From an optimization exercise on the open Yosys and OpenROAD flow, aimed at a short achievable clock period and few clock cycles per item; shortcuts taken in it are not production practice. Where RTL was checked, it was by simulation tests only, not by an equivalence proof against the original.

== the baseline ==
==> flow/design.v <==
`timescale 1ns/1ps
module divider_top (
    input  logic        clk,
    input  logic        rst_n,
    input  logic [31:0] op1,
    input  logic [31:0] op2,
    input  logic [2:0]  funct3,
    input  logic        start,
    input  logic        ack,
    output logic [31:0] result,
    output logic        done
);
    localparam int RB   = 3;                   
    localparam int G    = 2;                   
    localparam int M    = RB * G;              
    localparam int NCMX = 31 / M + 1;          
    localparam int WW   = NCMX * M;            
    localparam int NM   = (1 << RB) - 1;       
    localparam int XW   = 32 + RB;             
    localparam int CW   = $clog2(NCMX + 1);
    logic        sgn, a_neg, b_neg, b_zero;
    logic [31:0] a_abs, b_abs;
    logic [5:0]  la, lb;
    logic signed [6:0] kdiff;
    logic [CW-1:0] ncyc;
    assign sgn    = ~funct3[0];
    assign a_neg  = sgn & op1[31];
    assign b_neg  = sgn & op2[31];
    assign a_abs  = a_neg ? -op1 : op1;
    assign b_abs  = b_neg ? -op2 : op2;
    assign b_zero = (op2 == 32'd0);
    function automatic logic [5:0] lzc32(input logic [31:0] v);
        lzc32 = 6'd32;
        for (int i = 0; i < 32; i++)
            if (v[i]) lzc32 = 6'(31 - i);
    endfunction
    assign la    = lzc32(a_abs);
    assign lb    = lzc32(b_abs);
    assign kdiff = $signed({1'b0, lb}) - $signed({1'b0, la});
    always_comb begin
        if (b_zero || kdiff < 0) ncyc = '0;
        else                     ncyc = CW'(kdiff / M + 1);
    end
    logic [31:0]   r_init;
    logic [WW-1:0] w_init;
    always_comb begin
        logic [32+WW-1:0] cat;
        cat = {{WW{1'b0}}, a_abs};
        {r_init, w_init} = cat << (WW - ncyc * M);
    end
    logic [XW-1:0] mult_init [1:NM];
    always_comb begin
        for (int j = 1; j <= NM; j++)
            mult_init[j] = ~(XW'(b_abs) * XW'(j));
    end
    logic          busy_q;
    logic [CW-1:0] cnt_q;
    logic          accept;
    logic [31:0]   rem_q;
    logic [WW-1:0] w_q;
    logic [XW-1:0] mult_q [1:NM];
    logic [31:0]   quo_q, quom_q;
    logic          rem_sel_q, rneg_q, qneg_q;
    assign accept = start & ~busy_q & (~done | ack);
    logic [31:0] rem_nxt;
    logic [WW-1:0] w_nxt;
    logic [31:0] quo_nxt, quom_nxt;
    always_comb begin
        logic [31:0] r;
        logic [31:0] q, qm;
        logic [XW-1:0] x;
        logic [XW:0]   d [1:NM];
        logic [RB-1:0] dig;
        logic [XW-1:0] nx;
        r  = rem_q;
        q  = quo_q;
        qm = quom_q;
        for (int s = 0; s < G; s++) begin
            x = {r, w_q[WW-1-RB*s -: RB]};
            dig = '0;
            for (int j = 1; j <= NM; j++) begin
                d[j] = {1'b0, x} + {1'b0, mult_q[j]} + (XW+1)'(1);
                if (d[j][XW]) dig = RB'(j);
            end
            nx = x;
            for (int j = 1; j <= NM; j++)
                if (dig == RB'(j)) nx = d[j][XW-1:0];
            r = nx[31:0];
            if (dig != '0) qm = {q[31-RB:0], dig - 1'b1};
            else           qm = {qm[31-RB:0], {RB{1'b1}}};
            q = {q[31-RB:0], dig};
        end
        rem_nxt  = r;
        quo_nxt  = q;
        quom_nxt = qm;
        w_nxt    = w_q << M;
    end
    always_ff @(posedge clk or negedge rst_n) begin
        if (!rst_n) begin
            busy_q <= 1'b0;
            cnt_q  <= '0;
            done   <= 1'b0;
        end else begin
            if (accept) begin
                busy_q <= (ncyc != '0);
                cnt_q  <= ncyc;
                done   <= (ncyc == '0);
            end else if (busy_q) begin
                cnt_q <= cnt_q - 1'b1;
                if (cnt_q == CW'(1)) begin
                    busy_q <= 1'b0;
                    done   <= 1'b1;
                end
            end else if (ack) begin
                done <= 1'b0;
            end
        end
    end
    always_ff @(posedge clk) begin
        if (accept) begin
            rem_q     <= r_init;
            w_q       <= w_init;
            for (int j = 1; j <= NM; j++) mult_q[j] <= mult_init[j];
            quo_q     <= b_zero ? 32'hffff_ffff : 32'd0;
            quom_q    <= b_zero ? 32'd0 : 32'hffff_ffff;
            rem_sel_q <= funct3[1];
            rneg_q    <= a_neg;
            qneg_q    <= a_neg ^ b_neg;
        end else if (busy_q) begin
            rem_q  <= rem_nxt;
            w_q    <= w_nxt;
            quo_q  <= quo_nxt;
            quom_q <= quom_nxt;
        end
    end
    assign result = rem_sel_q ? (rneg_q ? -rem_q : rem_q)
                              : (qneg_q ? ~quom_q : quo_q);
endmodule
clock: 27.0 ns
lec_check: 0
cap_margin: 20
core_margin: 2
core_utilization: 40
slew_margin: 20
run.sh (not shown) runs the stock make flow with config.mk's settings and CLKGATE_MAP_FILE= SYNTH_SCRIPT=/design/flow/synth_recipe.tcl, a recipe that flattens the netlist after the stock synthesis.
--- input diff the baseline..the candidate ---
--- a/flow/design.v
+++ b/flow/design.v
@@ -21,6 +21,4 @@
     logic        sgn, a_neg, b_neg, b_zero;
     logic [31:0] a_abs, b_abs;
-    logic [5:0]  la, lb;
-    logic signed [6:0] kdiff;
     logic [CW-1:0] ncyc;
     assign sgn    = ~funct3[0];
@@ -30,15 +28,16 @@
     assign b_abs  = b_neg ? -op2 : op2;
     assign b_zero = (op2 == 32'd0);
-    function automatic logic [5:0] lzc32(input logic [31:0] v);
-        lzc32 = 6'd32;
-        for (int i = 0; i < 32; i++)
-            if (v[i]) lzc32 = 6'(31 - i);
-    endfunction
-    assign la    = lzc32(a_abs);
-    assign lb    = lzc32(b_abs);
-    assign kdiff = $signed({1'b0, lb}) - $signed({1'b0, la});
+    logic [NCMX-1:0] reach;
+    logic [NCMX:0]   csel;
     always_comb begin
-        if (b_zero || kdiff < 0) ncyc = '0;
-        else                     ncyc = CW'(kdiff / M + 1);
+        for (int c = 0; c < NCMX; c++)
+            reach[c] = ~b_zero & ((a_abs >> (c * M)) >= b_abs);
+        csel[0] = ~reach[0];
+        for (int c = 1; c < NCMX; c++)
+            csel[c] = reach[c-1] & ~reach[c];
+        csel[NCMX] = reach[NCMX-1];
+        ncyc = '0;
+        for (int c = 1; c <= NCMX; c++)
+            if (csel[c]) ncyc = CW'(c);
     end
     logic [31:0]   r_init;
@@ -46,6 +45,8 @@
     always_comb begin
         logic [32+WW-1:0] cat;
-        cat = {{WW{1'b0}}, a_abs};
-        {r_init, w_init} = cat << (WW - ncyc * M);
+        cat = '0;
+        for (int c = 0; c <= NCMX; c++)
+            if (csel[c]) cat = cat | ({{WW{1'b0}}, a_abs} << (WW - c * M));
+        {r_init, w_init} = cat;
     end
     logic [XW-1:0] mult_init [1:NM];
@@ -70,7 +71,9 @@
         logic [31:0] q, qm;
         logic [XW-1:0] x;
-        logic [XW:0]   d [1:NM];
+        logic [XW:0]   d [0:NM];
         logic [RB-1:0] dig;
         logic [XW-1:0] nx;
+        logic [NM+1:0] ge;
+        logic [NM:0]   oh;
         r  = rem_q;
         q  = quo_q;
@@ -78,12 +81,18 @@
         for (int s = 0; s < G; s++) begin
             x = {r, w_q[WW-1-RB*s -: RB]};
-            dig = '0;
+            ge[0] = 1'b1;
+            d[0]  = {1'b0, x};
             for (int j = 1; j <= NM; j++) begin
                 d[j] = {1'b0, x} + {1'b0, mult_q[j]} + (XW+1)'(1);
-                if (d[j][XW]) dig = RB'(j);
+                ge[j] = d[j][XW];
             end
-            nx = x;
-            for (int j = 1; j <= NM; j++)
-                if (dig == RB'(j)) nx = d[j][XW-1:0];
+            ge[NM+1] = 1'b0;
+            dig = '0;
+            nx  = '0;
+            for (int j = 0; j <= NM; j++) begin
+                oh[j] = ge[j] & ~ge[j+1];
+                if (oh[j]) dig = dig | RB'(j);
+                nx = nx | ({XW{oh[j]}} & d[j][XW-1:0]);
+            end
             r = nx[31:0];
             if (dig != '0) qm = {q[31-RB:0], dig - 1'b1};
### Flow results
- Each of the runs, namely the candidate and the baseline, reached the end of the flow and came out clean.
- Summary of the candidate over the baseline: final setup skew went down by 0.0090 ns, top achievable clock speed went up by 0.022 GHz, count of clock-buffer cells in the layout went up by 15%, transition time of the tightest slew-check pin went down by 0.15 ns, worst hold slack was more or less identical.
- Run comparison: the candidate critical path's slowest cell a211oi_1; the baseline critical path's slowest cell xnor2_1
- The candidate: total global-route track usage is 1.7 points lower than what the baseline reported.
- Looking only at routed wire length, and setting everything else aside, the higher value of the candidate and the baseline goes to the baseline.
Testbench counts of the candidate, summed over its fixed seeds: cycles 65,707, items 32,000.
Only the layout flow was run in the baseline; the RTL was not checked for function there.

## port drivers added, routing unchanged
In the flow no input, the clock included, has a driving cell. The finished layouts below were timed again as built, in two steps.
Step 1: set_driving_cell puts a clkbuf_16 on clk and a buf_2 on each other input, an assumption about the parent block.
Step 2 also shifts input and output timing later by t, the mid clock arrival at the registers, as if the neighbouring blocks saw the same clock.
Three values: no drivers, after step 1, after step 2; two values: the first two.
run	t (ns)	slack for setup (ns)	worst register clock-pin slew, ns
the baseline	0.676	8.495 / 8.558 / 7.881	0.07 / 0.07
the candidate	0.654	13.845 / 13.898 / 13.244	0.07 / 0.07
After both steps every run listed still meets setup and hold. For the baseline, which loses most, drivers alone change the setup slack by +0.063 ns; drivers and shift together by -0.614 ns.
